From an optimization exercise on the open Yosys and OpenROAD flow, aimed at small area and a short achievable clock period; shortcuts taken in it are not production practice. In this exercise RTL edits were held to simulation tests only and were not proved equivalent to the original. Power figures rest on the tool's default switching activity, not on a simulated workload.

==> design/flow/design.v <==
module sdram_host_responder #(
   parameter int unsigned ACK_LAT    = 3,
   parameter logic [22:0] FAULT_ADDR = 23'h000010,
   parameter logic [15:0] FAULT_XOR  = 16'h0001
) (
   input  logic        CLOCK_50,
   input  logic        RESET,
   input  logic [22:0] ADDR,
   input  logic        WR,
   input  logic        RD,
   input  logic [7:0]  LENGTH,
   input  logic [1:0]  DM,
   input  logic [15:0] DATAIN,
   output logic [15:0] DATAOUT,
   output logic        ACT,
   output logic        DONE,
   output logic        IN_REQ,
   output logic        OUT_VALID
);
   localparam logic [14:0] FA_HI   = FAULT_ADDR[22:8];
   localparam logic [14:0] FA_HIM1 = FAULT_ADDR[22:8] - 15'd1;
   localparam logic [7:0]  FA_LO   = FAULT_ADDR[7:0];
   logic       busy_q;                
   logic       w1_q, w2_q;            
   logic       w3w_q, w3r_q;          
   logic       wb_q, rb_q, rl_q;      
   logic       wl_q, rd2_q, rel_q;    
   logic       done_i;
   logic       act_o, inreq_o, done_o, valid_o;
   logic [15:0] dout_o;
   logic       wr_q;
   logic [7:0] len_q;                 
   logic [1:0] dm_q;
   logic [7:0] lo_q;                  
   logic       hz_q, ho_q;            
   logic       req, last;
   logic       wb_d, rb_d, done_d;
   assign req    = WR | RD;
   assign last   = (len_q[7:1] == 7'd0);
   assign wb_d   = w3w_q || (wb_q && !last);
   assign rb_d   = w3r_q || (rb_q && !last);
   assign done_d = (wb_q && last) || rl_q;
   assign done_i = wl_q || rd2_q;
   always_ff @(posedge CLOCK_50 or posedge RESET) begin
      if (RESET) begin
         busy_q  <= 1'b0;
         w1_q    <= 1'b0;
         w2_q    <= 1'b0;
         w3w_q   <= 1'b0;
         w3r_q   <= 1'b0;
         wb_q    <= 1'b0;
         rb_q    <= 1'b0;
         rl_q    <= 1'b0;
         wl_q    <= 1'b0;
         rd2_q   <= 1'b0;
         rel_q   <= 1'b0;
         act_o   <= 1'b0;
         inreq_o <= 1'b0;
         done_o  <= 1'b0;
         valid_o <= 1'b0;
      end else begin
         busy_q  <= busy_q ? !(rel_q && !req) : req;
         w1_q    <= !busy_q && req;
         w2_q    <= w1_q;
         w3w_q   <= w2_q && wr_q;
         w3r_q   <= w2_q && !wr_q;
         wb_q    <= wb_d;
         rb_q    <= rb_d;
         rl_q    <= rb_q && last;
         wl_q    <= wb_q && last;
         rd2_q   <= rl_q;
         rel_q   <= done_i || (rel_q && req);
         act_o   <= w2_q;
         inreq_o <= w3w_q || (inreq_o && !last);
         done_o  <= done_d;
         valid_o <= rb_q;
      end
   end
   always_ff @(posedge CLOCK_50) begin
      if (!busy_q) begin
         wr_q  <= WR;
         len_q <= LENGTH;
         dm_q  <= DM;
         lo_q  <= ADDR[7:0];
         hz_q  <= (ADDR[22:8] == FA_HI);
         ho_q  <= (ADDR[22:8] == FA_HIM1);
      end else if (wb_q || rb_q) begin
         len_q <= len_q - 8'd1;
      end
   end
   logic [2:0] ph;                    
   always_ff @(posedge CLOCK_50) ph <= ph + 3'd1;
   logic        rdmode;
   logic [15:0] tap;
   logic [2:0]  wj_q;                 
   logic [15:0] c_q [4];
   logic [1:0]  cb_q [4];
   logic [1:0]  be_in;
   logic [15:0] wx_in;
   logic [2:0]  phj;
   assign rdmode = busy_q && !wr_q;
   assign phj    = ph + wj_q;
   assign be_in  = wb_q ? ~dm_q : 2'b00;
   assign wx_in  = {be_in[1] ? ~(DATAIN[15:8] ^ {8{phj[2]}}) : 8'hFF,
                    be_in[0] ? ~(DATAIN[7:0]  ^ {8{phj[2]}}) : 8'hFF};
   always_ff @(posedge CLOCK_50) begin
      c_q[0]  <= rdmode ? tap : wx_in;
      cb_q[0] <= (wj_q == 3'd4) ? be_in : 2'b00;
      for (int k = 1; k < 3; k++) begin
         c_q[k]  <= (!rdmode && wj_q == 3'(4 - k)) ? wx_in : c_q[k-1];
         cb_q[k] <= (!rdmode && wj_q == 3'(4 - k)) ? be_in : cb_q[k-1];
      end
      c_q[3]  <= (!rdmode && wj_q == 3'd1) ? wx_in
                 : c_q[2] | {{8{!cb_q[2][1]}}, {8{!cb_q[2][0]}}};
      cb_q[3] <= (!rdmode && wj_q == 3'd1) ? be_in : cb_q[2];
   end
   logic [1:0] jm1;
   logic [7:0] wa0;
   logic [5:0] wptr_q, wptr_d;
   logic [7:0] wlo_q, whi_q;          
   assign jm1    = lo_q[1:0] - ph[1:0] + 2'd1;
   assign wa0    = lo_q - {6'd0, jm1} - 8'd1;
   assign wptr_d = w3w_q             ? wa0[7:2] :
                   (ph[1:0] == 2'd2) ? wptr_q + 6'd1 : wptr_q;
   always_ff @(posedge CLOCK_50) begin
      wptr_q <= wptr_d;
      if (w3w_q) wj_q <= {1'b0, jm1} + 3'd1;
      for (int b = 0; b < 8; b++) begin
         wlo_q[b] <= (wptr_d[2:0] == 3'(b));
         whi_q[b] <= (wptr_d[5:3] == 3'(b));
      end
   end
   logic [15:0] wx;
   logic [1:0]  wbe;
   assign wbe = cb_q[3];
   assign wx  = c_q[3];
   logic [15:0] s0 [64];
   logic [15:0] s1 [64];
   logic [15:0] s2 [64];
   logic [15:0] s3 [64];
   for (genvar r = 0; r < 64; r++) begin : g_ring
      logic hit, g_hi, g_lo;
      assign hit  = whi_q[r / 8] && wlo_q[r % 8];
      assign g_hi = hit && wbe[1];
      assign g_lo = hit && wbe[0];
      always_ff @(posedge CLOCK_50) begin
         s0[r][15:8] <= ~((s3[r][15:8] | {8{g_hi}}) & (wx[15:8] | {8{!hit}}));
         s0[r][7:0]  <= ~((s3[r][7:0]  | {8{g_lo}}) & (wx[7:0]  | {8{!hit}}));
         s1[r] <= s0[r];
         s2[r] <= s1[r];
         s3[r] <= s2[r];
      end
   end
   logic [63:0] rsel_q, rsel_d, adec, sel1;
   logic [1:0]  t0_q;
   logic [1:0]  ph1;
   logic        up, down, step;
   logic [15:0] rp_q [4];
   logic [15:0] rt, rtc;
   logic        pa_q, pb_q;           
   logic [15:0] pd;
   logic [8:0]  oa_q, oa_d;           
   logic        fault_d;
   logic [15:0] md_q, mf_q;           
   assign ph1  = ph[1:0] + 2'd1;
   assign up   = (ADDR[1:0] == 2'd3) && (ph1 == 2'd0);
   assign down = ({1'b0, ph1} > {1'b0, ADDR[1:0]} + 3'd1);
   assign step = (ph[1:0] == 2'd3);
   always_comb begin
      for (int r = 0; r < 64; r++) adec[r] = (ADDR[7:2] == 6'(r));
      for (int r = 0; r < 64; r++)
         rsel_d[r] = (!busy_q && !up && !down && adec[r]) ||
                     (!busy_q && up && adec[(r + 63) % 64]) ||
                     (!busy_q && down && adec[(r + 1) % 64]) ||
                     (busy_q && step && rsel_q[(r + 63) % 64]) || (busy_q && !step && rsel_q[r]);
      for (int r = 0; r < 64; r++) sel1[r] = busy_q ? rsel_q[r] : adec[r];
   end
   always_ff @(posedge CLOCK_50) begin
      rsel_q <= rsel_d;
      pa_q   <= ph[2];
      pb_q   <= pa_q;
      if (!busy_q) t0_q <= ADDR[1:0] - ph[1:0];
   end
   always_ff @(posedge CLOCK_50) begin
      for (int g = 0; g < 4; g++) begin
         logic [15:0] acc;
         acc = '0;
         for (int r = 16 * g; r < 16 * g + 16; r++) acc = acc | ({16{sel1[r]}} & s0[r]);
         rp_q[g] <= acc;
      end
   end
   assign rt  = rp_q[0] | rp_q[1] | rp_q[2] | rp_q[3];
   assign rtc = rt ^ {16{pb_q}};
   assign tap = rtc;
   always_comb begin
      case (t0_q)
         2'd0:    pd = c_q[2];
         2'd1:    pd = c_q[1];
         default: pd = c_q[0];
      endcase
   end
   assign oa_d    = w3r_q ? {1'b0, lo_q} : rb_q ? oa_q + 9'd1 : oa_q;
   assign fault_d = (hz_q && oa_d == {1'b0, FA_LO}) || (ho_q && oa_d == {1'b1, FA_LO});
   always_ff @(posedge CLOCK_50) begin
      oa_q <= oa_d;
      md_q <= {16{pa_q}} ^ (fault_d ? FAULT_XOR : 16'h0000);
      mf_q <= fault_d ? FAULT_XOR : 16'h0000;
   end
   always_ff @(posedge CLOCK_50 or posedge RESET) begin
      if (RESET)     dout_o <= '0;
      else if (rb_q) dout_o <= (t0_q == 2'd3) ? (rt ^ md_q) : (pd ^ mf_q);
   end
   assign ACT       = act_o;
   assign IN_REQ    = inreq_o;
   assign DONE      = done_o;
   assign OUT_VALID = valid_o;
   assign DATAOUT   = dout_o;
endmodule
==> design/flow/run.sh <==
#!/bin/bash
# synth_recipe.tcl (not shown) runs the flow's synth.tcl, then flattens the netlist and writes it again
# the make line also repeats each setting of config.mk as NAME=value (left out here)
make -C /OpenROAD-flow-scripts/flow DESIGN_CONFIG=/design/flow/config.mk WORK_HOME=/design/flow/orfs CLKGATE_MAP_FILE= SYNTH_SCRIPT=/design/flow/synth_recipe.tcl finish
==> design/flow/config.mk <==
export PLATFORM = sky130hd
export DESIGN_NAME = sdram_host_responder
export DESIGN_NICKNAME = sdram_host_responder
export VERILOG_FILES = /design/flow/design.v
export SDC_FILE = /design/flow/constraint.sdc
export NUM_CORES = 4
export LEC_CHECK = 0
export CAP_MARGIN = 20
export CORE_MARGIN = 2
export CORE_UTILIZATION = 55
export CTS_CLUSTER_DIAMETER = 80
export CTS_CLUSTER_SIZE = 24
export SETUP_SLACK_MARGIN = 3.2
export SLEW_MARGIN = 20
==> design/flow/constraint.sdc <==
create_clock -name core_clock -period 5.8 [get_ports {CLOCK_50}]
set_input_delay 1.1600 -clock core_clock [delete_from_list [all_inputs] [get_ports {CLOCK_50}]]
set_output_delay 1.1600 -clock core_clock [all_outputs]
set_load 0.01 [all_outputs]
==> results of run 1 <==
[synth_stat cells, drive strengths merged, types with 5 or more instances]
cell    number
dfxtp     4334
o22ai     1032
clkbuf     387
nand2      233
and3       189
a22o       178
a221oi     165
a22oi      148
buf        107
o21ai      100
nor2        94
nand3       64
a21oi       62
xnor2       49
o221ai      47
mux2i       46
mux2        45
a222oi      32
dfrtp       31
edfxtp      26
nor4        25
nand4       22
nor3b       19
o22a        17
mux4        15
inv         14
ha          13
nor3        13
xor2        13
and2         9
nand2b       9
nor2b        9
and4         7
a221o        5
nor4b        5
[flip-flops by register name, summed over array words and instances (netlist names), 6 cells and up]
signal	cells
s0	1024
s1	1024
s2	1024
s3	1024
c_q	64
rp_q	64
rsel_q	64
dout_o	16
oa_q	9
cb_q	8
len_q	8
lo_q	8
whi_q	8
wlo_q	8
wptr_q	6
[worst paths after layout]
path                         endpoint  slack (ns)  cells after the start
max                        DATAOUT[3]        3.12                      1
min reg2reg                 s2[33][6]        0.31                      0
max in group asynchronous      busy_q        4.78                      3
max reg2reg                  whi_q[0]        3.19                     11
min                         s2[33][6]        0.31                      0
min in group asynchronous  dout_o[10]        0.66                      3
[layout by cell type (no fill, tap or decap), types with 48 or more instances in the layout]
cell type	synthesis	routed
a22oi_1	148	142
xnor2_1	49	48
a21oi_1	62	57
and3_1	189	187
nand3_1	63	60
nor2_1	92	82
nand2_1	233	219
a221oi_1	165	136
a22o_1	178	161
dfxtp_1	4334	4309
o21ai_0	55	54
o22ai_1	1032	1032
buf_4	16	115
clkbuf_16	0	209
[power by group]
part | internal (mW) | switching [mW]
clock | 6.50 | 8.95
sequential | 32.1 | 1.43
combinational | 3.69 | 5.17
total | 42.2 | 15.5
[area by class of cell]
cell class,count,area share (%)
multi-input cells,2704,16.3
repair buffers,224,1.86
inverters,14,0.0484
clock buffers,219,4.41
flip-flops and latches,4391,74.4
well taps,2640,2.78
diodes,4,0.00842
clock inverters,18,0.221
[cells by family after synthesis]
logic type | Yosys count | share of synthesized area (%)
AOI/OAI and AO/OA | 1799 | 11.5
xor gates and xnor gates | 62 | 0.499
adders and majority gates | 14 | 0.168
buffers and inverters | 508 | 1.91
DFF | 4391 | 81.2
muxes | 106 | 1.20
and+or+nand+nor | 723 | 3.53
[metal layers]
metal / part of all wire, % / wire length (um) / up-vias / global-route usage [%]
li1: - / - / 26900 / -
met1: 45 / 127000 / 29700 / 38.9
met5: 0.014 / 40 / - / 0
met4: 3.6 / 10100 / 4 / 9.36
met3: 5.9 / 16700 / 479 / 4.25
met2: 45 / 127000 / 1929 / 42.7
[stage by stage]
stage               area [um2]  utilization, %  hold slack [ns]  setup slack, ns  instances
finish                  119000            60.3            0.314             3.12      10200
global route            119000            60.3            0.318             3.09      10200
CTS                     119000            60.2            0.303             3.08      10200
detailed placement      112000            56.7            0.312             1.00       9896
global placement        112000            56.7            0.309             1.11       9896
floorplan               109000               -            0.310             3.11       7603
[repair_timing]
action,in CTS,in global routing
buffers inserted,66,10
gates cloned,0,1
endpoints found under the setup margin,167,136
pin swaps,37,13
resized for setup,229,37
==> run summary, run 1 <==
outcome = no timing/DRC/antenna violations
clk_skew = 0.0280 ns
Worst Path Arrival = 1.52 ns
sequential cell area fraction in the yosys report = 81.2%
CTS tree = yes
CP Max Fanout = 2
cell area after synthesis = 109000 um2
TritonCTS Buffers = 203
Die Area = 201000 um2
critical setup path kind = reg -> out
clock buffer depth = 3
post-synth top area share = 79.8%
Synth-to-Final Area Change = 9.29%
RSZ-0062 raised after global routing = yes
slowest CP cell = dfrtp_2
port buffer count = 72
Cell Chain, Critical Path = buf_6
CTS root buf = clkbuf_16
origin of the critical flop-to-flop path = lo_q[0]
Fillers = 15.2k
clk sinks = 4391
IO Count = 73
Post-synth EDFFs = 26
Overall Power = 57.8 mW
async set-reset flop share out of synthesis = 0.706%
Final Setup Violations = 0
Tmin final = 2.68 ns
Final Hold Fails = 0
Synth Warn # = 8
die span in x = 449 um
via count = 58.9k
Initial Util = 55.2%
Hold Startpoint = s1[33][6]
area of the multi-input gates = 19400 um2
drt via density = 5.77
hold buffers post-CTS = 0
critical path launch point type = register
top cell type by total area after synthesis = dfxtp_1
Synth Instances = 7603
largest net degree at the start of global routing = 68
endpoint type of the worst setup path = primary output
fin nets = 7605
Worst Path Required = 4.64 ns
Critical Path Source = dout_o[3]
First-pass DRT Iterations = 9
Fin Setup TNS = 0 ns
final WL = 281 mm
Rows = 163
period utilization = 46.2%
flip-flop and latch count after synthesis = 4391
total grt overflow = 0
Worst slew margin = 26.3%
core area = 197000 um2
Top FF cell, synth = dfxtp_1
PD cells = 486 nW/um2
fraction of layout cells with a size suffix above 1 = 8.75%
post-DP HPWL = 180 mm
synthesized area per cell = 14.3 um2
Hold Crit Class = reg -> reg
DRC = 0
Worst-Skew Late Latency = 0.88 ns
wire per inst = 27.5 um
initial antenna violation count = 14
CTS HTree Levels = 4
sequential cell area = 88400 um2
Syn Nets = 7670
first-pass GRT wire length = 409 mm
Die H = 449 um
Buffers & Inverters on Critical Path = 1
max frequency = 373 MHz
antenna-violating nets left = 0
Top delay family on crit path = flip-flops
slowest stage delay, CP = 0.49 ns
synth top area cells = dfxtp_1 80%, o22ai_1 5.9%, a22o_1 1.4%
Worst-path clk slew = 0.09 ns
gpl congestion = 0.891
GRT Total Usage = 27.3%
vias in the first global route = 58.5k
maxcap violations = 0
Leak = 46.1 nW
Peak VDD IR = 349 uV
post-synth cell types = 67
Least-Margin Pin Slew = 1.11 ns
number of DRC markers in iteration 0 = 6122
Pins Over Slew Limit = 0
==> run 2, diff against run 1 <==
--- a/design/flow/config.mk
+++ b/design/flow/config.mk
@@ -11,4 +11,5 @@
 export CTS_CLUSTER_DIAMETER = 80
 export CTS_CLUSTER_SIZE = 24
+export PLACE_DENSITY = 0.7
 export SETUP_SLACK_MARGIN = 3.2
 export SLEW_MARGIN = 20
==> run summary, run 2 <==
IO Count = 73
TritonCTS Buffers = 203
post-synth top area share = 79.8%
clk sinks = 4391
initial antenna violation count = 13
cell area after synthesis = 109000 um2
Fin Setup TNS = 0 ns
endpoint type of the worst setup path = register
Synth-to-Final Area Change = 9.41%
synth top area cells = dfxtp_1 80%, o22ai_1 5.9%, a22o_1 1.4%
Worst Path Arrival = 3.46 ns
Synth Warn # = 8
via count = 59.8k
Tmin final = 2.67 ns
most frequent cell after synthesis = dfxtp_1
flip-flop and latch count after synthesis = 4391
CTS HTree Levels = 4
Worst slew margin = 22.6%
worst setup margin = 3.13 ns
Worst-Skew Late Latency = 0.91 ns
Final Hold Fails = 0
Synth Instances = 7603
Peak VDD IR = 367 uV
max frequency = 375 MHz
gpl congestion = 0.952
vias in the first global route = 58.9k
Worst-path clk slew = 0.09 ns
core area = 197000 um2
port buffer count = 72
Overall Power = 57.8 mW
async set-reset flop share out of synthesis = 0.706%
synthesized area per cell = 14.3 um2
final WL = 271 mm
Cell Chain, Critical Path = ha_4, fa_1, inv_2, ha_4, a21oi_2, nand2b_1, xor2_2, a21oi_4, nand2b_1, nor2_2
top cell type by total area after synthesis = dfxtp_1
CTS root buf = clkbuf_16
Buffers & Inverters on Critical Path = 1
die span in x = 449 um
Leak = 46.2 nW
largest net degree at the start of global routing = 66
hold buffers post-CTS = 0
Final Setup Violations = 0
Post-synth EDFFs = 26
PD cells = 485 nW/um2
antenna-violating nets left = 0
Hold Crit Class = reg -> reg
first-pass GRT wire length = 396 mm
period utilization = 46.0%
most common cell after layout, fill and taps aside = dfxtp_1
First-pass DRT Iterations = 7
Least-Margin Pin Slew = 1.16 ns
GRT Total Usage = 26.1%
Top delay family on crit path = adder cells
post-DP HPWL = 172 mm
number of DRC markers in iteration 0 = 5993
clock buffer depth = 3
Rows = 163
post-synth cell types = 67
slowest stage delay, CP = 0.58 ns
RSZ-0062 raised after global routing = yes
CTS tree = yes
slowest CP cell = fa_1
Worst Path Required = 6.59 ns
critical setup path kind = reg -> reg
Initial Util = 55.2%
Post-Place Setup Slack = 0.836 ns
clk_skew = 0.0441 ns
fraction of layout cells with a size suffix above 1 = 9.24%
Pins Over Slew Limit = 0
DRC = 0
Die H = 449 um
critical path launch point type = register
outcome = no timing/DRC/antenna violations
Top FF cell, synth = dfxtp_1
Syn Nets = 7670
CP Max Fanout = 6
most instantiated cells after synthesis = 4334 x dfxtp_1, 1032 x o22ai_1, 387 x clkbuf_1
total grt overflow = 0
maxcap violations = 0
final core occ = 60.4%
Die Area = 201000 um2
most frequent cells in the layout = 4313 x dfxtp_1, 1031 x o22ai_1, 215 x nand2_1
hold slack = 0.313 ns
wire per inst = 26.5 um
fin nets = 7627
sequential cell area fraction in the yosys report = 81.2%
drt via density = 5.84
run 2: per-stage QoR:
stage | cell area, um2 | instances
final | 119000 | 10200
after global routing | 119000 | 10200
after CTS | 119000 | 10200
after detailed placement | 112000 | 9907
after global placement | 112000 | 9905
after floorplan | 109000 | 7603
run 2: cells by family after synthesis:
| kind of cell | count (synthesis) | synth area share [%] |
|---|---|---|
| adders and majority gates | 14 | 0.168 |
| buffers and inverters | 508 | 1.91 |
| AOI/OAI and AO/OA | 1799 | 11.5 |
| muxes | 106 | 1.20 |
| xor gates and xnor gates | 62 | 0.499 |
| DFF | 4391 | 81.2 |
| and+or+nand+nor | 723 | 3.53 |
run 2: power breakdown:
| part | internal (mW) | leakage [nW] | switching, mW | total [mW] |
|---|---|---|---|---|
| registers | 32.0 | 36.8 | 1.33 | 33.4 |
| logic | 3.72 | 6.72 | 5.36 | 9.08 |
| clock network | 6.40 | 2.66 | 8.90 | 15.3 |
| total | 42.2 | 46.2 | 15.6 | 57.8 |
run 2: final cells by class:
class	instances	area, um2
diodes	5	12.5
clock buffers	212	5140
clock inverters	18	273
fillers	15000	78000
inverters	14	57.6
multi-input cells	2705	19500
flip-flops and latches	4391	88400
well taps	2640	3300
repair buffers	245	2290
run 2: worst paths after layout:
path / depth (start not counted) / slack [ns] / start / to
worst max-delay path: 10 / 3.13 / lo_q[0] / whi_q[5]
max in group asynchronous: 3 / 4.83 / RESET / busy_q
worst min register to register: 0 / 0.31 / s2[52][6] / s3[52][6]
worst min-delay path: 0 / 0.31 / s2[52][6] / s3[52][6]
min in group asynchronous: 3 / 0.63 / RESET / dout_o[11]
worst max register to register: 10 / 3.13 / lo_q[0] / whi_q[5]
run 2: routing by layer:
layer / vias up / part of all wire (%) / track usage, %
li1: 26900 / - / -
met1: 30000 / 44 / 37.2
met2: 2363 / 45 / 40.1
met3: 546 / 6.9 / 4.25
met4: 4 / 4.0 / 9.82
met5: - / 0.0085 / 0
run 2: repair_timing:
action | in CTS | in global routing
gates cloned | 2 | 1
endpoints found under the setup margin | 175 | 127
gates resized for setup | 242 | 35
pin swaps | 31 | 12
buffers inserted | 66 | 19
==> run 3, diff against run 2 <==
--- a/design/flow/config.mk
+++ b/design/flow/config.mk
@@ -10,6 +10,5 @@
 export CORE_UTILIZATION = 55
 export CTS_CLUSTER_DIAMETER = 80
-export CTS_CLUSTER_SIZE = 24
-export PLACE_DENSITY = 0.7
-export SETUP_SLACK_MARGIN = 3.2
+export CTS_CLUSTER_SIZE = 28
+export SETUP_SLACK_MARGIN = 3.3
 export SLEW_MARGIN = 20
==> run summary, run 3 <==
Hold Crit Class = reg -> reg
die span in x = 449 um
Simple-Gate Fraction of Synth Area = 3.53%
top cell type by total area after synthesis = dfxtp_1
clk_skew = 0.0277 ns
Post-synth EDFFs = 26
initial antenna violation count = 18
Die H = 449 um
endpoint type of the worst setup path = register
period utilization = 47.1%
number of DRC markers in iteration 0 = 5917
port buffer count = 72
slowest stage delay, CP = 0.53 ns
clock power share = 25.5%
flip-flop and latch count after synthesis = 4391
Compound-Gate Fraction of Synth Area = 11.5%
placed cells = 9900
via count = 59.0k
gpl congestion = 0.924
DRC = 0
Leak = 46.0 nW
Post-Synth XOR/XNOR Area = 0.499%
core area = 197000 um2
largest family of logic cells by synthesized area = compound AO/OA/AOI/OAI gates
Final Setup Violations = 0
max frequency = 366 MHz
Synth Warn # = 8
slowest CP cell = fa_1
RSZ-0062 raised after global routing = yes
Final Hold Fails = 0
critical path launch point type = register
antenna-violating nets left = 0
first-pass GRT wire length = 405 mm
final WL = 282 mm
Post-Place Setup Slack = 1.17 ns
Least-Margin Pin Slew = 1.07 ns
sequential cell area fraction in the yosys report = 81.2%
Top delay family on crit path = adder cells
CP Max Fanout = 3
Syn Nets = 7670
part of the power in registers = 58.6%
Comb pwr share = 15.9%
Pins Over Slew Limit = 0
post-DP HPWL = 179 mm
NetSw = 15.4 mW
Peak VDD IR = 351 uV
Worst Path Required = 6.58 ns
synth top area cells = dfxtp_1 80%, o22ai_1 5.9%, a22o_1 1.4%
Initial Util = 55.2%
most instantiated cells after synthesis = 4334 x dfxtp_1, 1032 x o22ai_1, 387 x clkbuf_1
vias in the first global route = 57.8k
CTS root buf = clkbuf_16
Rows = 163
clock buffer depth = 3
CTS HTree Levels = 4
worst setup margin = 3.07 ns
Die Area = 201000 um2
Synth Instances = 7603
most frequent cell after synthesis = dfxtp_1
PD cells = 481 nW/um2
Worst Path Arrival = 3.51 ns
most frequent cells in the layout = 4307 x dfxtp_1, 1032 x o22ai_1, 211 x nand2_1
adder-cell area share of the yosys netlist = 0.168%
cell area after synthesis = 109000 um2
final std cells w/o fill = 10.2k
largest net degree at the start of global routing = 53
Overall Power = 57.2 mW
Top FF cell, synth = dfxtp_1
Cell Chain, Critical Path = ha_2, fa_1, inv_2, ha_4, a21oi_4, nand2b_4, nor3_4, xnor2_1, mux2_4, clkinvlp_4, buf_6, nor2_4
Worst slew margin = 28.8%
Synth-to-Final Area Change = 9.18%
outcome = no timing/DRC/antenna violations
Placed Area = 112000 um2
async set-reset flop share out of synthesis = 0.706%
maxcap violations = 0
GRT Total Usage = 27.2%
TritonCTS Buffers = 178
Worst-path clk slew = 0.10 ns
Design Area, Final = 119000 um2
Net Sw Frac = 27.0%
post-synth cell types = 67
drt via density = 5.78
clk sinks = 4391
fin nets = 7599
mux cell area share after synthesis = 1.20%
Worst-Skew Late Latency = 0.86 ns
most common cell after layout, fill and taps aside = dfxtp_1
Fin Setup TNS = 0 ns
First-pass DRT Iterations = 7
synthesized area per cell = 14.3 um2
Tmin final = 2.73 ns
critical setup path kind = reg -> reg
total grt overflow = 0
post-synth top area share = 79.8%
wire per inst = 27.6 um
cell internal pwr = 41.7 mW
fraction of layout cells with a size suffix above 1 = 9.21%
IO Count = 73
Buffers & Inverters on Critical Path = 3
CTS tree = yes
[run 3: changes by cell type in the layout (fill, tap and decap cells not counted), moves of 5 or more]
cell | before | now
dfxtp_1 | 4313 | 4307
buf_6 | 5 | 22
o21ai_4 | 32 | 39
buf_2 | 23 | 16
buf_12 | 24 | 31
clkbuf_16 | 205 | 185
a22o_2 | 8 | 3
buf_4 | 142 | 120
a221oi_1 | 114 | 121
a221oi_2 | 49 | 44
[run 3: area by class of cell]
cell class / instances / area (um2)
Antenna cell: 9 / 22.5
Tap cell: 2640 / 3300
Inverter: 14 / 56.3
Clock buffer: 193 / 4660
Clock inverter: 15 / 215
Multi-Input combinational cell: 2707 / 19700
Sequential cell: 4391 / 88400
Timing Repair Buffer: 240 / 2410
Fill cell: 15300 / 78300
[run 3: path summary, 6_finish.rpt]
kind                            startpoint         to  slack (ns)  cells past startpoint
worst max-delay path               lo_q[0]   whi_q[1]        3.07                     12
worst min-delay path             s2[24][1]  s3[24][1]        0.32                      0
worst max register to register     lo_q[0]   whi_q[1]        3.07                     12
worst min register to register   s2[24][1]  s3[24][1]        0.32                      0
max in group asynchronous            RESET     busy_q        4.77                      3
min in group asynchronous            RESET  dout_o[3]        0.68                      3
[run 3: logic make-up after synthesis]
family | after synthesis
xor gates and xnor gates | 62
AOI/OAI and AO/OA | 1799
muxes | 106
buffers and inverters | 508
adders and majority gates | 14
and+or+nand+nor | 723
DFF | 4391
[run 3: metrics by stage]
| step | util [%] | hold WS [ns] |
|---|---|---|
| finish | 60.3 | 0.316 |
| global route | 60.3 | 0.326 |
| CTS | 60.1 | 0.317 |
| detailed placement | 56.8 | 0.312 |
| global placement | 56.8 | 0.310 |
| floorplan | - | 0.310 |
[run 3: what timing repair did]
| item | CTS | global route |
|---|---|---|
| endpoints found under the setup margin | 223 | 178 |
| buffers inserted | 68 | 20 |
| cloned | 3 | 1 |
| gates resized for setup | 246 | 47 |
| endpoints found under the hold margin | 0 | 0 |
| hold buffers | 0 | 0 |
| pin swaps | 37 | 21 |
[run 3: routing by layer]
layer / GRT usage (%) / vias up / routed length, um
met5: 0 / - / 31
met4: 8.66 / 4 / 9220
met3: 3.80 / 451 / 15800
met2: 42.9 / 2006 / 128000
met1: 38.9 / 29700 / 129000
li1: - / 26800 / -
[run 3: power by group through the flow]
stage                     clock network (mW)  registers [mW]  logic [mW]
after detailed placement                   0            34.1        8.01
after global placement                     0            34.1        7.89
final                                   14.6            33.5        9.07
after floorplan                            0            33.3        5.34
after global routing                    15.8            33.6        9.52
after CTS                               14.8            33.5        8.75
==> run 4, diff against run 3 <==
--- a/design/flow/config.mk
+++ b/design/flow/config.mk
@@ -8,7 +8,7 @@
 export CAP_MARGIN = 20
 export CORE_MARGIN = 2
-export CORE_UTILIZATION = 55
+export CORE_UTILIZATION = 60
 export CTS_CLUSTER_DIAMETER = 80
-export CTS_CLUSTER_SIZE = 28
-export SETUP_SLACK_MARGIN = 3.3
+export CTS_CLUSTER_SIZE = 24
+export SETUP_SLACK_MARGIN = 3.15
 export SLEW_MARGIN = 20
==> run summary, run 4 <==
outcome = no timing/DRC/antenna violations
gpl congestion = 0.932
clock buffer depth = 3
core area = 180000 um2
clock power share = 26.4%
clk_skew = 0.0345 ns
Synth-to-Final Area Change = 9.22%
total grt overflow = 0
number of DRC markers in iteration 0 = 5368
Worst slew margin = 21.4%
Reg-to-Reg End = whi_q[4]
Net Sw Frac = 27.0%
Die H = 430 um
Synth Warn # = 8
NetSw = 15.7 mW
area of the multi-input gates = 19700 um2
adder-cell area share of the yosys netlist = 0.168%
maxcap violations = 0
Rows = 156
reg2reg path depth = 10
Comb pwr share = 15.9%
Worst-path clk slew = 0.09 ns
flip-flop and latch count after synthesis = 4391
First-pass DRT Iterations = 8
post-synth top area share = 79.8%
fraction of layout cells with a size suffix above 1 = 9.24%
Simple-Gate Fraction of Synth Area = 3.53%
max frequency = 369 MHz
sequential cell area = 88400 um2
hold slack = 0.308 ns
Worst Path Arrival = 3.45 ns
clk sinks = 4391
synth top area cells = dfxtp_1 80%, o22ai_1 5.9%, a22o_1 1.4%
hold buffers post-CTS = 0
critical path launch point type = input pin
DRC = 0
PD cells = 489 nW/um2
Post-synth EDFFs = 26
Critical Path Source = ADDR[3]
first-pass GRT wire length = 406 mm
Compound-Gate Fraction of Synth Area = 11.5%
wire per inst = 28.2 um
origin of the critical flop-to-flop path = lo_q[0]
antenna-violating nets left = 0
synthesized area per cell = 14.3 um2
part of the power in registers = 57.7%
most frequent cell after synthesis = dfxtp_1
largest net degree at the start of global routing = 57
cell internal pwr = 42.4 mW
vias in the first global route = 58.0k
RSZ-0062 raised after global routing = yes
Critical Path End = rp_q[3][2]
largest family of logic cells by synthesized area = compound AO/OA/AOI/OAI gates
CTS tree = yes
Pins Over Slew Limit = 0
GRT Total Usage = 29.8%
Die Area = 185000 um2
CP Max Fanout = 20
Leak = 46.3 nW
Initial Util = 60.3%
drt via density = 5.94
final WL = 281 mm
CTS HTree Levels = 4
post-synth cell types = 67
Worst Path Required = 6.53 ns
async set-reset flop share out of synthesis = 0.706%
TritonCTS Buffers = 202
Hold Crit Class = reg -> reg
most frequent cells in the layout = 4306 x dfxtp_1, 1032 x o22ai_1, 222 x nand2_1
initial antenna violation count = 17
die span in x = 430 um
critical setup path kind = in -> reg
endpoint type of the worst setup path = register
Syn Nets = 7670
Final Hold Fails = 0
Synth Instances = 7603
mux cell area share after synthesis = 1.20%
Worst-Skew Late Latency = 0.89 ns
period utilization = 46.8%
sequential cell area fraction in the yosys report = 81.2%
final core occ = 65.9%
Tmin final = 2.71 ns
Least-Margin Pin Slew = 1.18 ns
top cell type by total area after synthesis = dfxtp_1
cell area after synthesis = 109000 um2
Top FF cell, synth = dfxtp_1
CTS root buf = clkbuf_16
post-DP HPWL = 179 mm
Fin Setup TNS = 0 ns
Peak VDD IR = 316 uV
IO Count = 73
most common cell after layout, fill and taps aside = dfxtp_1
most instantiated cells after synthesis = 4334 x dfxtp_1, 1032 x o22ai_1, 387 x clkbuf_1
fin nets = 7622
port buffer count = 72
Final Setup Violations = 0
Fillers = 13.2k
R2R Setup Slk = 3.10 ns
via count = 59.2k
Post-Synth XOR/XNOR Area = 0.499%
run 4: metrics by stage:
step / cells / setup WS (ns) / instance area (um2) / total power, mW
floorplan: 7603 / 3.11 / 109000 / 38.4
global placement: 9638 / 1.16 / 111000 / 42.1
detailed placement: 9638 / 1.11 / 111000 / 42.2
CTS: 9921 / 3.10 / 118000 / 57.8
global route: 9958 / 3.03 / 119000 / 59.9
finish: 9963 / 3.09 / 119000 / 58.1
run 4: kinds of logic (layout without fill, tap and decap cells):
logic type / after synthesis / in the layout
AO/OA/AOI/OAI: 1799 / 1799
XOR/XNOR: 62 / 62
adder cells (fa/ha/maj): 14 / 14
buffers and inverters: 508 / 489
flip-flops: 4391 / 4391
multiplexers: 106 / 107
other: 0 / 8
AND/OR/NAND/NOR: 723 / 723
run 4: metal layers:
metal,share of wire (%),up-vias,global-route usage (%)
li1,-,26900,-
met1,46,29900,42.8
met2,45,1854,46.4
met3,5.6,494,4.30
met4,3.9,8,10.9
met5,0.020,-,0
run 4: cell type report:
| class | instances | area share [%] |
|---|---|---|
| flip-flops and latches | 4391 | 74.4 |
| well taps | 2370 | 2.50 |
| inverters | 14 | 0.0485 |
| clock buffers | 221 | 4.44 |
| clock inverters | 13 | 0.118 |
| repair buffers | 241 | 1.90 |
| multi-input cells | 2705 | 16.6 |
| diodes | 8 | 0.0169 |
run 4: critical path, stage by stage:
cell             delay (ns)
clkdlybuf4s50_1        0.51
buf_12                 0.19
nor2_2                 0.10
nand2_1                0.29
o21ai_1                0.13
buf_4                  0.24
a222oi_1               0.47
and3_1                 0.25
nand4_1                0.08
run 4: power groups by stage:
stage                     Clock [mW]  Combinational (mW)  Sequential (mW)
final                           15.3                9.20             33.5
after global placement             0                7.99             34.1
after CTS                       15.5                8.80             33.5
after detailed placement           0                8.11             34.1
after global routing            16.6                9.67             33.7
after floorplan                    0                5.08             33.3
run 4: how the worst min path moves through the flow:
stage                    start    endpoint  slack, ns  cells past startpoint
detailed placement  s1[12][11]  s2[12][11]       0.31                      0
floorplan             s1[0][0]    s2[0][0]       0.31                      0
finish              s2[44][10]  s3[44][10]       0.31                      0
global placement     s2[14][2]   s3[14][2]       0.31                      0
CTS                 s1[16][13]  s2[16][13]       0.31                      0
global route        s1[16][13]  s2[16][13]       0.31                      0
run 4: repair_timing:
action,CTS,global route
buffers inserted,49,33
cloned,0,1
setup endpoints to repair,173,115
gates resized for setup,255,71
pin swaps,23,25
==> run 5, diff against run 4 <==
--- a/design/flow/design.v
+++ b/design/flow/design.v
@@ -117,13 +117,17 @@
    logic [1:0] jm1;
    logic [7:0] wa0;
+   logic [1:0] jm1_q;
+   logic [5:0] wa0_q;
    logic [5:0] wptr_q, wptr_d;
    logic [7:0] wlo_q, whi_q;          
-   assign jm1    = lo_q[1:0] - ph[1:0] + 2'd1;
+   assign jm1    = lo_q[1:0] - ph[1:0];
    assign wa0    = lo_q - {6'd0, jm1} - 8'd1;
-   assign wptr_d = w3w_q             ? wa0[7:2] :
+   assign wptr_d = w3w_q             ? wa0_q :
                    (ph[1:0] == 2'd2) ? wptr_q + 6'd1 : wptr_q;
    always_ff @(posedge CLOCK_50) begin
+      jm1_q  <= jm1;
+      wa0_q  <= wa0[7:2];
       wptr_q <= wptr_d;
-      if (w3w_q) wj_q <= {1'b0, jm1} + 3'd1;
+      if (w3w_q) wj_q <= {1'b0, jm1_q} + 3'd1;
       for (int b = 0; b < 8; b++) begin
          wlo_q[b] <= (wptr_d[2:0] == 3'(b));
--- a/design/flow/config.mk
+++ b/design/flow/config.mk
@@ -8,7 +8,7 @@
 export CAP_MARGIN = 20
 export CORE_MARGIN = 2
-export CORE_UTILIZATION = 60
+export CORE_UTILIZATION = 55
 export CTS_CLUSTER_DIAMETER = 80
 export CTS_CLUSTER_SIZE = 24
-export SETUP_SLACK_MARGIN = 3.15
+export SETUP_SLACK_MARGIN = 3.2
 export SLEW_MARGIN = 20
==> run summary, run 5 <==
outcome = no timing/DRC/antenna violations
Placed Area = 112000 um2
cell internal pwr = 41.4 mW
TritonCTS Buffers = 203
Worst Path Arrival = 3.41 ns
clock buffer depth = 3
IO Count = 73
via count = 59.3k
fin nets = 7657
GRT Total Usage = 27.2%
clk_skew = 0.0535 ns
slowest CP cell = o21ai_4
Hold Crit Class = reg -> reg
first-pass GRT wire length = 406 mm
Top delay family on crit path = compound AO/OA/AOI/OAI gates
post-synth cell types = 67
CTS HTree Levels = 4
slowest stage delay, CP = 0.62 ns
part of the power in registers = 59.7%
flip-flop and latch count after synthesis = 4399
clock power share = 27.7%
First-pass DRT Iterations = 8
Net Sw Frac = 25.8%
Synth Instances = 7643
cell area after synthesis = 109000 um2
most instantiated cells after synthesis = 4342 x dfxtp_1, 1030 x o22ai_1, 405 x clkbuf_1
Design Area, Final = 119000 um2
Pins Over Slew Limit = 0
critical setup path kind = in -> reg
final core occ = 60.4%
most common cell after layout, fill and taps aside = dfxtp_1
vias in the first global route = 57.9k
Worst-Skew Late Latency = 0.90 ns
Post-synth EDFFs = 26
max frequency = 385 MHz
async set-reset flop share out of synthesis = 0.705%
Synth-to-Final Area Change = 9.35%
Least-Margin Pin Slew = 1.15 ns
maxcap violations = 0
CTS tree = yes
fraction of layout cells with a size suffix above 1 = 8.59%
CP Max Fanout = 16
Worst slew margin = 23.5%
antenna-violating nets left = 0
placed cells = 9944
Tmin final = 2.60 ns
critical path launch point type = input pin
wire per inst = 27.4 um
sequential cell area fraction in the yosys report = 81.3%
Buffers & Inverters on Critical Path = 4
port buffer count = 72
Top FF cell, synth = dfxtp_1
most frequent cells in the layout = 4315 x dfxtp_1, 1030 x o22ai_1, 232 x nand2_1
top cell type by total area after synthesis = dfxtp_1
Peak VDD IR = 368 uV
synthesized area per cell = 14.2 um2
Fin Setup TNS = 0 ns
total grt overflow = 0
Worst Path Required = 6.61 ns
Leak = 46.1 nW
Synth Warn # = 8
final std cells w/o fill = 10.3k
NetSw = 14.4 mW
final WL = 281 mm
gpl congestion = 0.935
endpoint type of the worst setup path = register
RSZ-0062 raised after global routing = yes
Worst-path clk slew = 0.09 ns
most frequent cell after synthesis = dfxtp_1
period utilization = 44.8%
Final Hold Fails = 0
Cell Chain, Critical Path = dlygate4sd2_1, buf_12, nor2_1, buf_4, nand2_1, buf_8, o21ai_4, a222oi_1, and3_1, nand4_1
Final Setup Violations = 0
Initial Util = 55.2%
hold buffers post-CTS = 0
clk sinks = 4399
Die H = 449 um
R2R Setup Slk = 3.22 ns
post-DP HPWL = 179 mm
Rows = 163
PD cells = 469 nW/um2
largest net degree at the start of global routing = 49
DRC = 0
synth top area cells = dfxtp_1 80%, o22ai_1 5.9%, clkbuf_1 1.4%
post-synth top area share = 79.9%
Syn Nets = 7710
die span in x = 449 um
drt via density = 5.77
initial antenna violation count = 14
core area = 197000 um2
Die Area = 201000 um2
number of DRC markers in iteration 0 = 6279
CTS root buf = clkbuf_16
Comb pwr share = 12.6%
==> run 5: cell count changes after synthesis, sizes merged, moves of 15 or more <==
cell,delta
a221oi,-39
a22o,-50
nand4,+16
nor2,+23
clkbuf,+18
a22oi,+36
o22a,-17
o211ai,+15
a222oi,+33
and3,-19
==> run 5: stage by stage <==
stage          total power, mW  hold WS (ns)  worst slack (ns)
6_report                  55.8         0.311              3.20
5_1_grt                   57.6         0.315              3.15
4_1_cts                   55.8         0.308              3.14
3_5_place_dp              40.4         0.312              1.10
3_3_place_gp              40.2         0.310              1.24
2_1_floorplan             37.4         0.310              2.98
==> run 5: metal layers <==
metal	global-route usage (%)	vias up	wire length [um]
li1	-	27000	-
met1	39.4	29900	130000
met2	41.6	1904	124000
met3	4.31	467	17000
met4	9.22	6	10000
met5	0	-	46
==> run 5: layout make-up <==
class	instances	area [um2]
diodes	6	15.0
multi-input cells	2728	19200
inverters	18	67.6
clock buffers	216	5200
clock inverters	20	282
well taps	2640	3300
repair buffers	240	2320
flip-flops and latches	4399	88600
fillers	15300	78100
==> run 5: kinds of logic after synthesis <==
kind of cell | share of synthesized area, %
flip-flops | 81.3
AO/OA/AOI/OAI | 11.3
AND/OR/NAND/NOR | 3.61
buffers and inverters | 1.91
multiplexers | 1.18
XOR/XNOR | 0.515
adder cells (fa/ha/maj) | 0.161
==> run 5: path summary, 6_finish.rpt <==
check                           startpoint          to  cells past startpoint
max in group asynchronous            RESET      busy_q                      3
min in group asynchronous            RESET   dout_o[1]                      3
worst min-delay path             s2[44][1]   s3[44][1]                      0
worst max-delay path               ADDR[7]  rp_q[0][6]                     10
worst max register to register      busy_q  rp_q[3][9]                      6
worst min register to register   s2[44][1]   s3[44][1]                      0
==> run 5: power by group through the flow <==
| stage | clock, mW | combinational [mW] | sequential (mW) |
|---|---|---|---|
| after floorplan | 0 | 4.12 | 33.3 |
| after global placement | 0 | 6.33 | 33.9 |
| after detailed placement | 0 | 6.45 | 33.9 |
| after CTS | 15.7 | 6.84 | 33.3 |
| after global routing | 16.8 | 7.42 | 33.4 |
| final | 15.5 | 7.04 | 33.3 |
==> run 5: timing repair <==
| item | 4_1_cts | 5_1_grt |
|---|---|---|
| pin swaps | 31 | 8 |
| hold endpoints to repair | 0 | 0 |
| buffers inserted | 62 | 17 |
| cloned | 1 | 1 |
| setup endpoints to repair | 150 | 94 |
| resized for setup | 190 | 24 |
==> run 6, diff against run 5 <==
--- a/design/flow/design.v
+++ b/design/flow/design.v
@@ -160,5 +160,5 @@
    logic [1:0]  ph1;
    logic        up, down, step;
-   logic [15:0] rp_q [4];
+   logic [15:0] rp_q [8];
    logic [15:0] rt, rtc;
    logic        pa_q, pb_q;           
@@ -187,12 +187,12 @@
    end
    always_ff @(posedge CLOCK_50) begin
-      for (int g = 0; g < 4; g++) begin
+      for (int g = 0; g < 8; g++) begin
          logic [15:0] acc;
          acc = '0;
-         for (int r = 16 * g; r < 16 * g + 16; r++) acc = acc | ({16{sel1[r]}} & s0[r]);
+         for (int r = 8 * g; r < 8 * g + 8; r++) acc = acc | ({16{sel1[r]}} & s0[r]);
          rp_q[g] <= acc;
       end
    end
-   assign rt  = rp_q[0] | rp_q[1] | rp_q[2] | rp_q[3];
+   assign rt  = rp_q[0] | rp_q[1] | rp_q[2] | rp_q[3] | rp_q[4] | rp_q[5] | rp_q[6] | rp_q[7];
    assign rtc = rt ^ {16{pb_q}};
    assign tap = rtc;
==> run summary, run 6 <==
clock power share = 26.9%
top cell type by total area after synthesis = dfxtp_1
Final Hold Fails = 0
critical path launch point type = input pin
post-synth cell types = 75
fraction of layout cells with a size suffix above 1 = 8.51%
Overall Power = 58.1 mW
final WL = 274 mm
Synth Warn # = 8
NetSw = 15.5 mW
number of DRC markers in iteration 0 = 4828
maxcap violations = 0
most instantiated cells after synthesis = 4406 x dfxtp_1, 1042 x o22ai_1, 380 x clkbuf_1
flip-flop and latch count after synthesis = 4463
Tmin final = 2.65 ns
CTS HTree Levels = 4
Worst slew margin = 28.4%
GRT Total Usage = 26.3%
wire per inst = 26.5 um
hold worst-path end = s2[16][14]
Post-synth EDFFs = 26
Worst-path clk slew = 0.09 ns
post-DP HPWL = 176 mm
Die Area = 205000 um2
R2R Setup Slk = 3.16 ns
CP Max Fanout = 16
IO Count = 73
origin of the critical flop-to-flop path = rp_q[1][14]
via count = 58.8k
placed cells = 10.0k
Synth Instances = 7739
total grt overflow = 0
DRC = 0
part of the power in registers = 58.4%
First-pass DRT Iterations = 8
Hold Path Depth = 0
clk_skew = 0.0310 ns
Pins Over Slew Limit = 0
hold buffers post-CTS = 0
Die H = 452 um
synth top area cells = dfxtp_1 80%, o22ai_1 5.9%, a22oi_1 1.6%
Buffers & Inverters on Critical Path = 1
endpoint type of the worst setup path = register
first-pass GRT wire length = 399 mm
Worst-Skew Late Latency = 0.88 ns
reg2reg path depth = 5
post-synth top area share = 79.7%
most frequent cell after synthesis = dfxtp_1
die span in x = 452 um
Top delay family on crit path = compound AO/OA/AOI/OAI gates
gpl congestion = 0.902
CTS root buf = clkbuf_16
RSZ-0062 raised after global routing = yes
core area = 200000 um2
Cell Chain, Critical Path = clkdlybuf4s15_2, nor2_4, nand2_4, o21ai_2, a22o_1, a221oi_1, nand3_1
max frequency = 377 MHz
synthesized area per cell = 14.3 um2
fin nets = 7723
PD cells = 484 nW/um2
antenna-violating nets left = 0
final core occ = 60.1%
final std cells w/o fill = 10.4k
Hold Startpoint = s1[16][14]
Net Sw Frac = 26.6%
Comb pwr share = 14.7%
Top FF cell, synth = dfxtp_1
critical setup path kind = in -> reg
cell internal pwr = 42.6 mW
Synth-to-Final Area Change = 8.62%
initial antenna violation count = 13
cell area after synthesis = 111000 um2
TritonCTS Buffers = 205
vias in the first global route = 58.9k
Final Setup Violations = 0
Least-Margin Pin Slew = 1.07 ns
drt via density = 5.68
async set-reset flop share out of synthesis = 0.695%
clk sinks = 4463
most common cell after layout, fill and taps aside = dfxtp_1
largest net degree at the start of global routing = 65
port buffer count = 72
sequential cell area fraction in the yosys report = 81.1%
CTS tree = yes
Worst Path Arrival = 3.47 ns
most frequent cells in the layout = 4378 x dfxtp_1, 1042 x o22ai_1, 276 x nand2_1
Peak VDD IR = 351 uV
clock buffer depth = 3
Rows = 164
slowest stage delay, CP = 0.75 ns
Leak = 46.8 nW
Reg-to-Reg End = dout_o[14]
hold slack = 0.315 ns
period utilization = 45.8%
Hold Crit Class = reg -> reg
Worst Path Required = 6.61 ns
Fillers = 15.5k
Fin Setup TNS = 0 ns
Initial Util = 55.4%
slowest CP cell = o21ai_2
outcome = no timing/DRC/antenna violations
Syn Nets = 7806
-- run 6: cell types whose count changed after synthesis, sizes merged, moves of 25 or more --
cell,before,now
and3,170,128
nand2,242,294
nand3,75,139
a22o,128,103
dfxtp,4342,4406
clkbuf,405,380
o21ai,86,124
a22oi,184,233
nand4,38,9
-- run 6: area by class of cell --
class | instances | area [um2] | area share [%]
clock buffer | 223 | 5280 | 4.40
inverter | 20 | 76.3 | 0.0635
clock inverter | 17 | 249 | 0.207
multi-input combinational | 2765 | 19400 | 16.1
tap | 2656 | 3320 | 2.77
antenna | 9 | 22.5 | 0.0187
timing repair buffer | 201 | 1960 | 1.63
sequential | 4463 | 89800 | 74.8
-- run 6: worst register-to-register path, cell delays in order (launching register included) --
cell and delay (ns):
dfxtp_1 0.43, nor4_4 0.73, nand2_1 0.35, xor2_1 0.25, mux4_2 0.51, mux2_2 0.27
-- run 6: through the flow --
step | worst slack [ns] | area (um2)
floorplan | 3.09 | 111000
global placement | 1.49 | 113000
detailed placement | 1.42 | 113000
CTS | 3.12 | 120000
global route | 3.10 | 120000
finish | 3.15 | 120000
-- run 6: timing repair --
action,in CTS,in global routing
pin swaps,15,11
setup endpoints to repair,224,160
resized for setup,170,34
gates cloned,2,0
buffers inserted,33,21
-- run 6: routing by layer --
| metal | vias up | wire length [um] | GRT usage (%) |
|---|---|---|---|
| met1 | 29700 | 127000 | 37.7 |
| li1 | 27100 | - | - |
| met5 | - | 15 | 0 |
| met4 | 2 | 9140 | 9.18 |
| met3 | 413 | 13700 | 3.68 |
| met2 | 1567 | 124000 | 40.9 |
-- run 6: kinds of logic (layout without fill, tap and decap cells) --
kind of cell	count (synthesis)	after routing	share of synthesized area, %
AO/OA/AOI/OAI	1797	1798	11.5
XOR/XNOR	64	64	0.520
adder cells (fa/ha/maj)	14	14	0.158
buffers and inverters	513	461	1.97
flip-flops	4463	4463	81.1
multiplexers	103	103	1.15
other	0	9	0
AND/OR/NAND/NOR	785	786	3.55
-- run 6: how the worst max path moves through the flow --
stage                   start     endpoint  slack [ns]  cells past startpoint
global route          ADDR[4]   rp_q[4][0]        3.10                      7
CTS                 dout_o[5]   DATAOUT[5]        3.12                      1
global placement      ADDR[6]   rp_q[6][0]        1.49                      7
detailed placement    ADDR[2]  rp_q[6][10]        1.42                      7
floorplan             ADDR[1]   rsel_q[14]        3.09                      9
finish                ADDR[4]   rp_q[4][8]        3.15                      7
-- run 6: power groups by stage --
stage	sequential, mW	clock, mW	combinational [mW]
floorplan	34.0	0	5.20
global placement	34.6	0	7.78
detailed placement	34.6	0	7.92
CTS	33.9	15.9	8.32
global route	34.1	17.0	9.15
finish	34.0	15.6	8.54
==> run 7, diff against run 6 <==
--- a/design/flow/design.v
+++ b/design/flow/design.v
@@ -22,4 +22,5 @@
    localparam logic [7:0]  FA_LO   = FAULT_ADDR[7:0];
    logic       busy_q;                
+   logic       ridle_q;               
    logic       w1_q, w2_q;            
    logic       w3w_q, w3r_q;          
@@ -42,4 +43,8 @@
    assign done_d = (wb_q && last) || rl_q;
    assign done_i = wl_q || rd2_q;
+   always_ff @(posedge CLOCK_50 or posedge RESET) begin
+      if (RESET) ridle_q <= 1'b1;
+      else       ridle_q <= busy_q ? (rel_q && !req) : !req;
+   end
    always_ff @(posedge CLOCK_50 or posedge RESET) begin
       if (RESET) begin
@@ -160,5 +165,5 @@
    logic [1:0]  ph1;
    logic        up, down, step;
-   logic [15:0] rp_q [8];
+   logic [15:0] rp_q [4];
    logic [15:0] rt, rtc;
    logic        pa_q, pb_q;           
@@ -174,9 +179,9 @@
       for (int r = 0; r < 64; r++) adec[r] = (ADDR[7:2] == 6'(r));
       for (int r = 0; r < 64; r++)
-         rsel_d[r] = (!busy_q && !up && !down && adec[r]) ||
-                     (!busy_q && up && adec[(r + 63) % 64]) ||
-                     (!busy_q && down && adec[(r + 1) % 64]) ||
-                     (busy_q && step && rsel_q[(r + 63) % 64]) || (busy_q && !step && rsel_q[r]);
-      for (int r = 0; r < 64; r++) sel1[r] = busy_q ? rsel_q[r] : adec[r];
+         rsel_d[r] = (ridle_q && !up && !down && adec[r]) ||
+                     (ridle_q && up && adec[(r + 63) % 64]) ||
+                     (ridle_q && down && adec[(r + 1) % 64]) ||
+                     (!ridle_q && step && rsel_q[(r + 63) % 64]) || (!ridle_q && !step && rsel_q[r]);
+      for (int r = 0; r < 64; r++) sel1[r] = ridle_q ? adec[r] : rsel_q[r];
    end
    always_ff @(posedge CLOCK_50) begin
@@ -187,12 +192,12 @@
    end
    always_ff @(posedge CLOCK_50) begin
-      for (int g = 0; g < 8; g++) begin
+      for (int g = 0; g < 4; g++) begin
          logic [15:0] acc;
          acc = '0;
-         for (int r = 8 * g; r < 8 * g + 8; r++) acc = acc | ({16{sel1[r]}} & s0[r]);
+         for (int r = 16 * g; r < 16 * g + 16; r++) acc = acc | ({16{sel1[r]}} & s0[r]);
          rp_q[g] <= acc;
       end
    end
-   assign rt  = rp_q[0] | rp_q[1] | rp_q[2] | rp_q[3] | rp_q[4] | rp_q[5] | rp_q[6] | rp_q[7];
+   assign rt  = rp_q[0] | rp_q[1] | rp_q[2] | rp_q[3];
    assign rtc = rt ^ {16{pb_q}};
    assign tap = rtc;
==> run summary, run 7 <==
outcome = no timing/DRC/antenna violations
clk sinks = 4400
synthesized area per cell = 14.4 um2
gpl congestion = 0.902
antenna-violating nets left = 0
clk_skew = 0.0310 ns
most instantiated cells after synthesis = 4342 x dfxtp_1, 1040 x o22ai_1, 400 x clkbuf_1
clock buffer depth = 3
CP Max Fanout = 16
Die Area = 202000 um2
vias in the first global route = 57.4k
critical path launch point type = input pin
period utilization = 45.4%
final std cells w/o fill = 10.2k
Cell Chain, Critical Path = clkdlybuf4s15_2, buf_4, nand2b_2, nor2_2, mux2_4, a22o_1, a221oi_1, nand3_1
max frequency = 380 MHz
Least-Margin Pin Slew = 0.979 ns
Post-synth EDFFs = 26
Synth Warn # = 8
most frequent cells in the layout = 4313 x dfxtp_1, 1036 x o22ai_1, 210 x clkbuf_16
Peak VDD IR = 334 uV
Rows = 163
final WL = 283 mm
core area = 197000 um2
flip-flop and latch count after synthesis = 4400
post-DP HPWL = 180 mm
First-pass DRT Iterations = 8
first-pass GRT wire length = 409 mm
Fin Setup TNS = 0 ns
Worst slew margin = 34.1%
slowest stage delay, CP = 0.45 ns
via count = 59.4k
TritonCTS Buffers = 203
most frequent cell after synthesis = dfxtp_1
Leak = 46.1 nW
Initial Util = 55.4%
Worst-path clk slew = 0.09 ns
die span in x = 450 um
Top FF cell, synth = dfxtp_1
DRC = 0
fin nets = 7619
post-synth top area share = 79.5%
total grt overflow = 0
fraction of layout cells with a size suffix above 1 = 8.57%
sequential cell area fraction in the yosys report = 80.9%
placed cells = 9894
Pins Over Slew Limit = 0
drt via density = 5.80
worst setup margin = 3.17 ns
GR Util met3 = 3.86%
Most Crowded Layer GR = met1
Die H = 450 um
Final Setup Violations = 0
Fillers = 15.2k
Synth Instances = 7612
endpoint type of the worst setup path = register
Worst Path Arrival = 3.38 ns
most common cell after layout, fill and taps aside = dfxtp_1
Tmin final = 2.63 ns
CTS root buf = clkbuf_16
PD cells = 468 nW/um2
slowest CP cell = a221oi_1
RSZ-0062 raised after global routing = yes
hold slack = 0.312 ns
critical setup path kind = in -> reg
number of DRC markers in iteration 0 = 5816
Syn Nets = 7679
Hold Crit Class = reg -> reg
CTS tree = yes
Worst Path Required = 6.55 ns
initial antenna violation count = 21
async set-reset flop share out of synthesis = 0.727%
Synth-to-Final Area Change = 9.13%
synth top area cells = dfxtp_1 79%, o22ai_1 5.9%, clkbuf_1 1.4%
CTS HTree Levels = 4
wire per inst = 27.7 um
GRT Total Usage = 27.4%
largest net degree at the start of global routing = 41
met1 Usage GRT = 41.5%
cell area after synthesis = 109000 um2
M2 GR Usage = 40.8%
maxcap violations = 0
post-synth cell types = 74
Post-Place Setup Slack = 1.07 ns
top cell type by total area after synthesis = dfxtp_1
hold buffers post-CTS = 0
port buffer count = 72
Final Hold Fails = 0
Worst-Skew Late Latency = 0.89 ns
IO Count = 73
## run 7: cell type report
class / count / area [um2] / area share, %
flip-flops and latches: 4400 / 88600 / 74.2
clock buffers: 223 / 5340 / 4.48
inverters: 19 / 87.6 / 0.0734
well taps: 2640 / 3300 / 2.77
repair inverters: 1 / 8.76 / 0.00734
diodes: 6 / 15.0 / 0.0126
multi-input cells: 2695 / 19500 / 16.3
repair buffers: 232 / 2350 / 1.97
clock inverters: 14 / 168 / 0.140
## run 7: cell families (layout without fill, tap and decap cells)
logic type      Yosys count  count (layout)  synth area share, %
flops                  4400            4400                 80.9
compound gates         1777            1778                 11.6
simple gates            719             719                 3.47
buf+inv                 518             489                 2.01
mux                     120             120                 1.32
xor+xnor                 64              64                0.513
fa+ha+maj                14              14                0.160
other cells               0               6                    0
## run 7: per-stage QoR
step | total power [mW] | cell area [um2] | util [%]
floorplan | 37.4 | 110000 | -
global placement | 40.2 | 112000 | 56.9
detailed placement | 40.4 | 112000 | 56.9
CTS | 55.8 | 119000 | 60.3
global route | 57.6 | 119000 | 60.4
finish | 55.8 | 119000 | 60.5
## run 7: path summary, 6_finish.rpt
check / end / from / depth (start not counted) / slack (ns)
max: rp_q[1][14] / ADDR[6] / 8 / 3.17
min: s3[3][15] / s2[3][15] / 0 / 0.31
max reg2reg: rp_q[1][14] / ridle_q / 6 / 3.19
min reg2reg: s3[3][15] / s2[3][15] / 0 / 0.31
max in group asynchronous: ridle_q / RESET / 3 / 4.79
min in group asynchronous: dout_o[4] / RESET / 3 / 0.65
## run 7: report_power, final
| part | switching (mW) | internal, mW | leakage (nW) |
|---|---|---|---|
| Sequential | 1.32 | 32.0 | 36.9 |
| Combinational | 4.15 | 2.81 | 6.49 |
| Clock | 8.90 | 6.61 | 2.71 |
## run 7: routing by layer
layer	vias up	wire [um]	share of wire (%)
li1	26900	-	-
met1	30000	134000	48
met4	6	8140	2.9
met2	2038	123000	44
met3	393	16900	6.0
met5	-	44	0.016
## run 7: what timing repair did
item                       in CTS  in global routing
pin swaps                      39                  6
gates resized for setup       165                 24
setup buffers                  74                 17
setup endpoints to repair     170                 95
cloned                          2                  0
## run 7: critical path: cells and delay by family
family	cells	cell delay, ns
AND/OR/NAND/NOR	3	0.44
AO/OA/AOI/OAI	2	0.72
multiplexers	1	0.41
buffers and inverters	2	0.61
==> run 8, diff against run 7 <==
==> design/flow/flow/run.sh (new file) <==
#!/bin/bash
# The standard layout (standard.sh, all steps), except that the input and output
# ports are buffered with buf_4 rather than the delay cell buffer_ports picks on
# its own. Everything standard.sh prints goes to standard.log; each ORFS step
# keeps its own log under orfs/logs.
set -euo pipefail
export BUFFER_PORTS_ARGS="-buffer_cell sky130_fd_sc_hd__buf_4"
bash standard.sh > standard.log 2>&1
==> design/flow/standard.sh (new file) <==
#!/bin/bash
# synth_recipe.tcl (not shown) runs the flow's synth.tcl, then flattens the netlist and writes it again
# the make line also repeats each setting of config.mk as NAME=value (left out here)
make -C /OpenROAD-flow-scripts/flow DESIGN_CONFIG=/design/flow/config.mk WORK_HOME=/design/flow/orfs CLKGATE_MAP_FILE= SYNTH_SCRIPT=/design/flow/synth_recipe.tcl "${@:-finish}"
removed: design/flow/run.sh
==> run summary, run 8 <==
outcome = no timing/DRC/antenna violations
CTS HTree Levels = 4
TritonCTS Buffers = 203
flip-flop and latch count after synthesis = 4400
wire per inst = 27.3 um
Worst-path clk slew = 0.09 ns
number of DRC markers in iteration 0 = 5725
first-pass GRT wire length = 406 mm
via count = 58.7k
Die Area = 202000 um2
critical path launch point type = input pin
post-synth cell types = 74
First-pass DRT Iterations = 7
vias in the first global route = 58.3k
maxcap violations = 0
Overall Power = 56.1 mW
Leak = 46.4 nW
Synth Warn # = 8
post-DP HPWL = 175 mm
core area = 197000 um2
port buffer count = 72
Top FF cell, synth = dfxtp_1
post-synth top area share = 79.5%
Post-synth EDFFs = 26
CTS root buf = clkbuf_16
period utilization = 45.3%
Hold Crit Class = reg -> reg
antenna-violating nets left = 0
top cell type by total area after synthesis = dfxtp_1
largest net degree at the start of global routing = 40
CTS tree = yes
Rows = 163
Peak VDD IR = 373 uV
final WL = 280 mm
drt via density = 5.73
async set-reset flop share out of synthesis = 0.727%
Initial Util = 55.4%
IO Count = 73
R2R Setup Slk = 3.20 ns
cell area after synthesis = 109000 um2
clk_skew = 0.0351 ns
CP Max Fanout = 20
most frequent cells in the layout = 4316 x dfxtp_1, 1038 x o22ai_1, 212 x clkbuf_16
RSZ-0062 raised after global routing = yes
endpoint type of the worst setup path = register
synth top area cells = dfxtp_1 79%, o22ai_1 5.9%, clkbuf_1 1.4%
die span in x = 450 um
Critical Path End = rp_q[2][3]
Worst slew margin = 20.2%
Worst Path Required = 6.62 ns
clk sinks = 4400
Syn Nets = 7679
Worst-Skew Late Latency = 0.88 ns
most instantiated cells after synthesis = 4342 x dfxtp_1, 1040 x o22ai_1, 400 x clkbuf_1
Pins Over Slew Limit = 0
Synth Instances = 7612
gpl congestion = 0.887
critical setup path kind = in -> reg
Die H = 450 um
Fin Setup TNS = 0 ns
synthesized area per cell = 14.4 um2
origin of the critical flop-to-flop path = ridle_q
Final Setup Violations = 0
hold buffers post-CTS = 0
Tmin final = 2.63 ns
total grt overflow = 0
PD cells = 469 nW/um2
most frequent cell after synthesis = dfxtp_1
GRT Total Usage = 27.0%
Final Hold Fails = 0
Critical Path Source = ADDR[6]
clock buffer depth = 3
final core occ = 60.6%
Reg-to-Reg End = rp_q[0][10]
most common cell after layout, fill and taps aside = dfxtp_1
Worst Path Arrival = 3.45 ns
fin nets = 7633
Least-Margin Pin Slew = 1.20 ns
max frequency = 381 MHz
fraction of layout cells with a size suffix above 1 = 9.61%
reg2reg path depth = 7
sequential cell area fraction in the yosys report = 80.9%
Synth-to-Final Area Change = 9.45%
initial antenna violation count = 15
DRC = 0
run 8: cell counts after synthesis:
Identical to the previous run, type by type.
run 8: power by group:
group / total [mW] / internal (mW) / leakage [nW] / switching (mW)
Combinational: 7.28 / 2.93 / 6.76 / 4.35
Clock: 15.5 / 6.57 / 2.69 / 8.94
Sequential: 33.3 / 32.0 / 36.9 / 1.27
Total: 56.1 / 41.5 / 46.4 / 14.5
run 8: layout make-up:
type,instances,area (um2)
Sequential cell,4400,88600
Fill cell,15300,77700
Multi-Input combinational cell,2696,19700
Clock buffer,221,5310
Tap cell,2640,3300
Timing Repair Buffer,246,2550
Clock inverter,13,173
Inverter,19,87.6
Antenna cell,9,22.5
run 8: per-stage QoR:
| stage | cells | cell area [um2] | worst slack, ns | hold slack [ns] |
|---|---|---|---|---|
| 4_1_cts | 10200 | 119000 | 3.11 | 0.312 |
| 2_1_floorplan | 7612 | 110000 | 3.10 | 0.310 |
| 5_1_grt | 10200 | 120000 | 3.12 | 0.323 |
| 3_5_place_dp | 9887 | 112000 | 1.86 | 0.312 |
| 6_report | 10200 | 120000 | 3.17 | 0.305 |
| 3_3_place_gp | 9886 | 112000 | 1.88 | 0.309 |
run 8: metal layers:
layer  track usage, %  vias to the layer above  routed length (um)
met4             7.96                        2                7700
met3             4.59                      412               16300
met1             38.5                    29700              128000
li1                 -                    26900                   -
met2             42.4                     1730              128000
met5                0                        -                  20
run 8: logic make-up (layout without fill, tap and decap cells):
family | count (synthesis) | count (layout) | share of synthesized area [%]
mux | 120 | 120 | 1.32
other cells | 0 | 9 | 0
compound gates | 1777 | 1778 | 11.6
simple gates | 719 | 720 | 3.47
fa+ha+maj | 14 | 14 | 0.160
buf+inv | 518 | 499 | 2.01
xor+xnor | 64 | 64 | 0.513
flops | 4400 | 4400 | 80.9
run 8: critical path: stages:
cell and delay, ns:
buf_4 0.21, nand4b_2 0.42, o31ai_4 0.96, a22o_1 0.27, a221oi_1 0.09, and3_1 0.24
nand3_1 0.06
run 8: how the worst min path moves through the flow:
stage / start / endpoint / slack, ns / cells after the start
2_1_floorplan: s1[0][0] / s2[0][0] / 0.31 / 0
4_1_cts: s1[55][10] / s2[55][10] / 0.31 / 0
6_report: s1[55][10] / s2[55][10] / 0.31 / 0
3_5_place_dp: s1[12][6] / s2[12][6] / 0.31 / 0
5_1_grt: s1[5][2] / s2[5][2] / 0.32 / 0
3_3_place_gp: s2[63][1] / s3[63][1] / 0.31 / 0
run 8: what timing repair did:
item | in CTS | in global routing
gates cloned | 1 | 4
endpoints found under the setup margin | 146 | 108
buffers inserted | 72 | 37
pin swaps | 34 | 15
resized for setup | 81 | 48

port drivers added, routing unchanged:
In the flow no input, the clock included, has a driving cell. The finished layouts below were timed again as built, in two steps.
Step 1: set_driving_cell puts a clkbuf_16 on CLOCK_50 and a buf_2 on each other input, an assumption about the parent block.
Step 2 adds t to the input delays and takes it off the output delays; t is the mean of the earliest and latest rising clock arrival at the registers after step 1. Input paths then give back, and output paths get back, about the clock's delay inside the block.
Slacks: ideal / step 1 / step 2; pairs: ideal / step 1.
| run | t (ns) | setup slack, ns | hold WS [ns] | latest minus earliest clock arrival (ns) | slew at the worst register clock pin (ns) |
|---|---|---|---|---|---|
| run 1 | 0.954 | 3.119 / 3.036 / 2.273 | 0.314 / 0.314 / 0.314 | 0.034 / 0.034 | 0.10 / 0.10 |
| run 2 | 0.967 | 3.134 / 3.116 / 2.212 | 0.313 / 0.313 / 0.313 | 0.050 / 0.050 | 0.10 / 0.10 |
| run 3 | 0.927 | 3.069 / 3.069 / 2.316 | 0.316 / 0.316 / 0.316 | 0.034 / 0.034 | 0.11 / 0.11 |
| run 4 | 0.956 | 3.087 / 3.085 / 2.130 | 0.308 / 0.308 / 0.308 | 0.037 / 0.037 | 0.10 / 0.10 |
| run 5 | 0.964 | 3.201 / 3.123 / 2.249 | 0.311 / 0.311 / 0.311 | 0.057 / 0.056 | 0.10 / 0.10 |
| run 6 | 0.965 | 3.146 / 3.114 / 2.165 | 0.315 / 0.315 / 0.315 | 0.040 / 0.040 | 0.10 / 0.10 |
| run 7 | 0.964 | 3.167 / 3.088 / 2.231 | 0.312 / 0.312 / 0.312 | 0.034 / 0.034 | 0.10 / 0.10 |
| run 8 | 0.950 | 3.173 / 3.099 / 2.212 | 0.305 / 0.305 / 0.305 | 0.042 / 0.042 | 0.10 / 0.10 |
After both steps every run listed still meets setup and hold. For run 6, which loses most, drivers alone change the setup slack by -0.032 ns; drivers and shift together by -0.981 ns.
